Context: an optimization exercise on an open-source flow, tuned for small area, a short achievable clock period and few clock cycles per item. The choices shown serve that exercise and are no tape-out recipe. In this exercise RTL edits were held to simulation tests only and were not proved equivalent to the original. No activity file was given, so power comes from the tool's default toggle rates.

## run A
Design scalar_kalman_filter_unit, start of the top module:
module scalar_kalman_filter_unit (
    input  logic                                 i_clk,
    input  logic                                 i_rst_n,
    input  logic                                 i_in_valid,
    output logic                                 o_in_stall,
    input  logic signed [skf_pkg::VALUE_W-1:0]   i_sample,
    output logic                                 o_out_valid,
    input  logic                                 i_out_stall,
    output logic signed [skf_pkg::VALUE_W-1:0]   o_estimate,
    input  logic                                 i_cfg_we,
    input  logic [skf_pkg::CFG_IDX_W-1:0]        i_cfg_index,
    input  logic [skf_pkg::REG_W-1:0]            i_cfg_data
);
Size in the first run: about 390 flip-flops.
==> flow/config.mk <==
export PLATFORM = sky130hd
export DESIGN_NAME = scalar_kalman_filter_unit
export DESIGN_NICKNAME = scalar_kalman_filter_unit
export VERILOG_FILES = /design/flow/design.v
export SDC_FILE = /design/flow/constraint.sdc
export NUM_CORES = 4
export LEC_CHECK = 0
export CAP_MARGIN = 20
export CORE_MARGIN = 2
export CORE_UTILIZATION = 40
export SLEW_MARGIN = 20
==> flow/constraint.sdc <==
create_clock -name core_clock -period 12.0 [get_ports {i_clk}]
set_input_delay 2.4000 -clock core_clock [delete_from_list [all_inputs] [get_ports {i_clk}]]
set_output_delay 2.4000 -clock core_clock [all_outputs]
set_load 0.01 [all_outputs]
standard.sh (not shown) runs the stock make flow with config.mk's settings and CLKGATE_MAP_FILE= SYNTH_SCRIPT=/design/flow/synth_recipe.tcl, a recipe that flattens the netlist after the stock synthesis.
==> flow/flow/run.sh <==
#!/bin/bash
# Standard layout, with timing repair aiming for 7.5 ns of setup slack.
set -euo pipefail
bash standard.sh SETUP_SLACK_MARGIN=7.5 finish > flow_make.log 2>&1
Testbench counts of run A, summed over its fixed seeds: cycles 32,928, items 2,048.
## Diff of input files: run B against run A
# run A
export LEC_CHECK = 0
export CAP_MARGIN = 20
export CORE_MARGIN = 2
export CORE_UTILIZATION = 40
export SLEW_MARGIN = 20
create_clock -name core_clock -period 12.0 [get_ports {i_clk}]
# run B
export LEC_CHECK = 0
export CAP_MARGIN = 20
export CORE_MARGIN = 2
export CORE_UTILIZATION = 60
export PLACE_DENSITY = 0.75
export SLEW_MARGIN = 20
create_clock -name core_clock -period 12.0 [get_ports {i_clk}]
==> flow/flow/run.sh <==
#!/bin/bash
# Standard layout, with timing repair aiming for 6 ns of setup slack.
set -euo pipefail
bash standard.sh SETUP_SLACK_MARGIN=6 finish > flow_make.log 2>&1
## What came out
- Between run A and run B, the maximum fanout encountered on the critical timing path is higher for run B.
- Of run A and run B, run B shows the lower worst setup slack, with run A above it.
- Tightest hold margin across run A and run B: no real change.
- Going from run A to run B, routed wire length per instance grows by 1.3%.
- Comparing run A and run B, the higher width of the die was measured on run A.
- Relative to run A, post-route clock period utilization increased by 8.7 points in run B.
- Run B ended up with sky130_fd_sc_hd__a21o_1 as its cell at the slowest stage of the critical path; run A ended up with sky130_fd_sc_hd__fa_1.
- Route | run B vs run A | wire shorter in run B
Input-level comparison between run C and run B:
# run B
export LEC_CHECK = 0
export CAP_MARGIN = 20
export CORE_MARGIN = 2
export CORE_UTILIZATION = 60
export PLACE_DENSITY = 0.75
export SLEW_MARGIN = 20
create_clock -name core_clock -period 12.0 [get_ports {i_clk}]
# run C
export LEC_CHECK = 0
export CAP_MARGIN = 20
export CORE_MARGIN = 2
export CORE_UTILIZATION = 40
export SLEW_MARGIN = 20
create_clock -name core_clock -period 12.0 [get_ports {i_clk}]
==> flow/flow/run.sh <==
#!/bin/bash
# Standard layout, with timing repair aiming for 8 ns of setup slack.
set -euo pipefail
bash standard.sh SETUP_SLACK_MARGIN=8 finish > flow_make.log 2>&1
## What came out
Changes observed in run C relative to run B: fraction of area in multi-input gates shows a reduction of 2.7 points, final-layout clock buffer total shows an increase of 6. | maximum cell stage delay along the critical path | lower: run C |. On worst setup slack, run B loses to run C. Looking at final critical delay including setup and external delays across both flows, run C is the stronger of the two, with run B trailing. [run C vs run B] net total in the final layout: higher in run C. Compared to run B, the router laid down more metal wire for run C.
diff inputs: run C => run D
==> flow/flow/run.sh <==
#!/bin/bash
# Standard layout, with timing repair aiming for 7 ns of setup slack.
set -euo pipefail
bash standard.sh SETUP_SLACK_MARGIN=7 finish > flow_make.log 2>&1
--- outcome ---
Run D: global-route usage is 1.8 points lower than what run C reported.
As far as number of sequential storage elements is concerned, run D and run C perform about the same.
Run D vs. run C: worst setup timing slack at the placement stage now sits lower, switching power as a share of total power now sits higher, power after layout now sits lower, final weighted congestion of routability-driven global placement now sits higher.
Run C ended up with r_cov[5] as its capturing element of the worst setup path; run D ended up with r_ch[11].
Sort run C and run D by utilization desc -> top: run C
Compared to run C, run D has routed via count 1,924 lower.
Looking at part of the total power dissipated in the clock network across run C and run D, the one that comes out lower is run C.
## Diff of input files: run E against run D
# run D
export LEC_CHECK = 0
export CAP_MARGIN = 20
export CORE_MARGIN = 2
export CORE_UTILIZATION = 40
export SLEW_MARGIN = 20
create_clock -name core_clock -period 12.0 [get_ports {i_clk}]
# run E
export LEC_CHECK = 0
export CAP_MARGIN = 20
export CORE_MARGIN = 2
export CORE_UTILIZATION = 40
export CTS_BUF_LIST = sky130_fd_sc_hd__clkbuf_8
export SLEW_MARGIN = 20
create_clock -name core_clock -period 12.0 [get_ports {i_clk}]
### Flow results
Run E went all the way through the flow, and no timing, DRC or antenna check failed.
Global routing usage on met2, run D and run E: higher on run D
Run E: clock network fraction of total power 1.0 points below run D
On hold slack, run D and run E are neck and neck.
Diff run D -> run E | routed wire length per instance | down slightly
Run E and run D ended up with roughly the same switching power total.
The routed via count in run E sits 153 above the value recorded for run D.
Between run D and run E, net count of the finished layout increased.
Share of post-route cells with drive strength above 1: run E higher than run D


scalar_kalman_filter_unit, a different RTL version from the one above (not shown whole).
Size: ~390 flip-flops, roughly 110 I/O pins, roughly 0.034 sq mm of cells after synthesis.
Design scalar_kalman_filter_unit, start of the top module:
module scalar_kalman_filter_unit (
    input  logic                                 i_clk,
    input  logic                                 i_rst_n,
    input  logic                                 i_in_valid,
    output logic                                 o_in_stall,
    input  logic signed [skf_pkg::VALUE_W-1:0]   i_sample,
    output logic                                 o_out_valid,
    input  logic                                 i_out_stall,
    output logic signed [skf_pkg::VALUE_W-1:0]   o_estimate,
    input  logic                                 i_cfg_we,
    input  logic [skf_pkg::CFG_IDX_W-1:0]        i_cfg_index,
    input  logic [skf_pkg::REG_W-1:0]            i_cfg_data
);
Settings: LEC_CHECK=0, CAP_MARGIN=20, CORE_MARGIN=2, CORE_UTILIZATION=40, SETUP_SLACK_MARGIN=5, SLEW_MARGIN=20; clock period 12.0 ns.
run.sh (not shown) runs the stock make flow with config.mk's settings and CLKGATE_MAP_FILE= SYNTH_SCRIPT=/design/flow/synth_recipe.tcl, a recipe that flattens the netlist after the stock synthesis.
Stock flow here: none of the scripts above is used.
Testbench counts at the start, summed over its fixed seeds: cycles 32,928, items 2,048.
==> next run, changes <==
==> flow/flow/run.sh (new file) <==
#!/bin/bash
# Standard layout, with timing repair aiming for 7 ns of setup slack.
set -euo pipefail
bash standard.sh SETUP_SLACK_MARGIN=7 finish > flow_make.log 2>&1
==> flow/standard.sh (new file) <==
#!/bin/bash
# synth_recipe.tcl (not shown) runs the flow's synth.tcl, then flattens the netlist and writes it again
# the make line also repeats each setting of config.mk as NAME=value (left out here)
make -C /OpenROAD-flow-scripts/flow DESIGN_CONFIG=/design/flow/config.mk WORK_HOME=/design/flow/orfs CLKGATE_MAP_FILE= SYNTH_SCRIPT=/design/flow/synth_recipe.tcl "${@:-finish}"
SETUP_SLACK_MARGIN = unset   (was 5)
removed: flow/run.sh
Effect:
- clock power goes up by about 7%
- worst setup slack improved by 1.2 ns
- worst hold slack stays flat

separate check: timing with driven ports:
The flow's constraints put no driver on any port. The routed layouts listed below were extracted and timed again, unchanged, in two steps. Step 1 (the two cells are an assumption about what drives the block):
set clk [get_ports {i_clk}]
set_driving_cell -lib_cell sky130_fd_sc_hd__clkbuf_16 $clk
set_driving_cell -lib_cell sky130_fd_sc_hd__buf_2 [delete_from_list [all_inputs] $clk]
Step 2 also shifts input and output timing later by t, the mid clock arrival at the registers, as if the neighbouring blocks saw the same clock. Slacks: no drivers / after step 1 / after step 2; pairs: no drivers / after step 1.
| run | t (ns) | setup slack, ns | hold WS [ns] | worst setup path after step 2 | worst register clock-pin slew, ns |
|---|---|---|---|---|---|
| run A | 0.663 | 7.451 / 7.451 / 7.451 | 0.466 / 0.466 / 0.466 | register to register | 0.07 / 0.07 |
| run B | 0.662 | 6.412 / 6.412 / 6.412 | 0.468 / 0.468 / 0.468 | register to register | 0.07 / 0.07 |
| run C | 0.667 | 7.633 / 7.633 / 7.633 | 0.461 / 0.461 / 0.461 | register to register | 0.07 / 0.07 |
| run D | 0.666 | 7.178 / 7.178 / 7.178 | 0.473 / 0.473 / 0.473 | register to register | 0.07 / 0.07 |
| run E | 0.749 | 7.174 / 7.174 / 7.174 | 0.472 / 0.472 / 0.472 | register to register | 0.07 / 0.07 |
| the first run of note 2 | 0.661 | 5.352 / 5.352 / 5.352 | 0.467 / 0.467 / 0.467 | register to register | 0.06 / 0.06 |
| the second run of note 2 | 0.672 | 6.522 / 6.522 / 6.522 | 0.466 / 0.466 / 0.466 | register to register | 0.07 / 0.07 |
After both steps setup and hold are still met in every run listed.
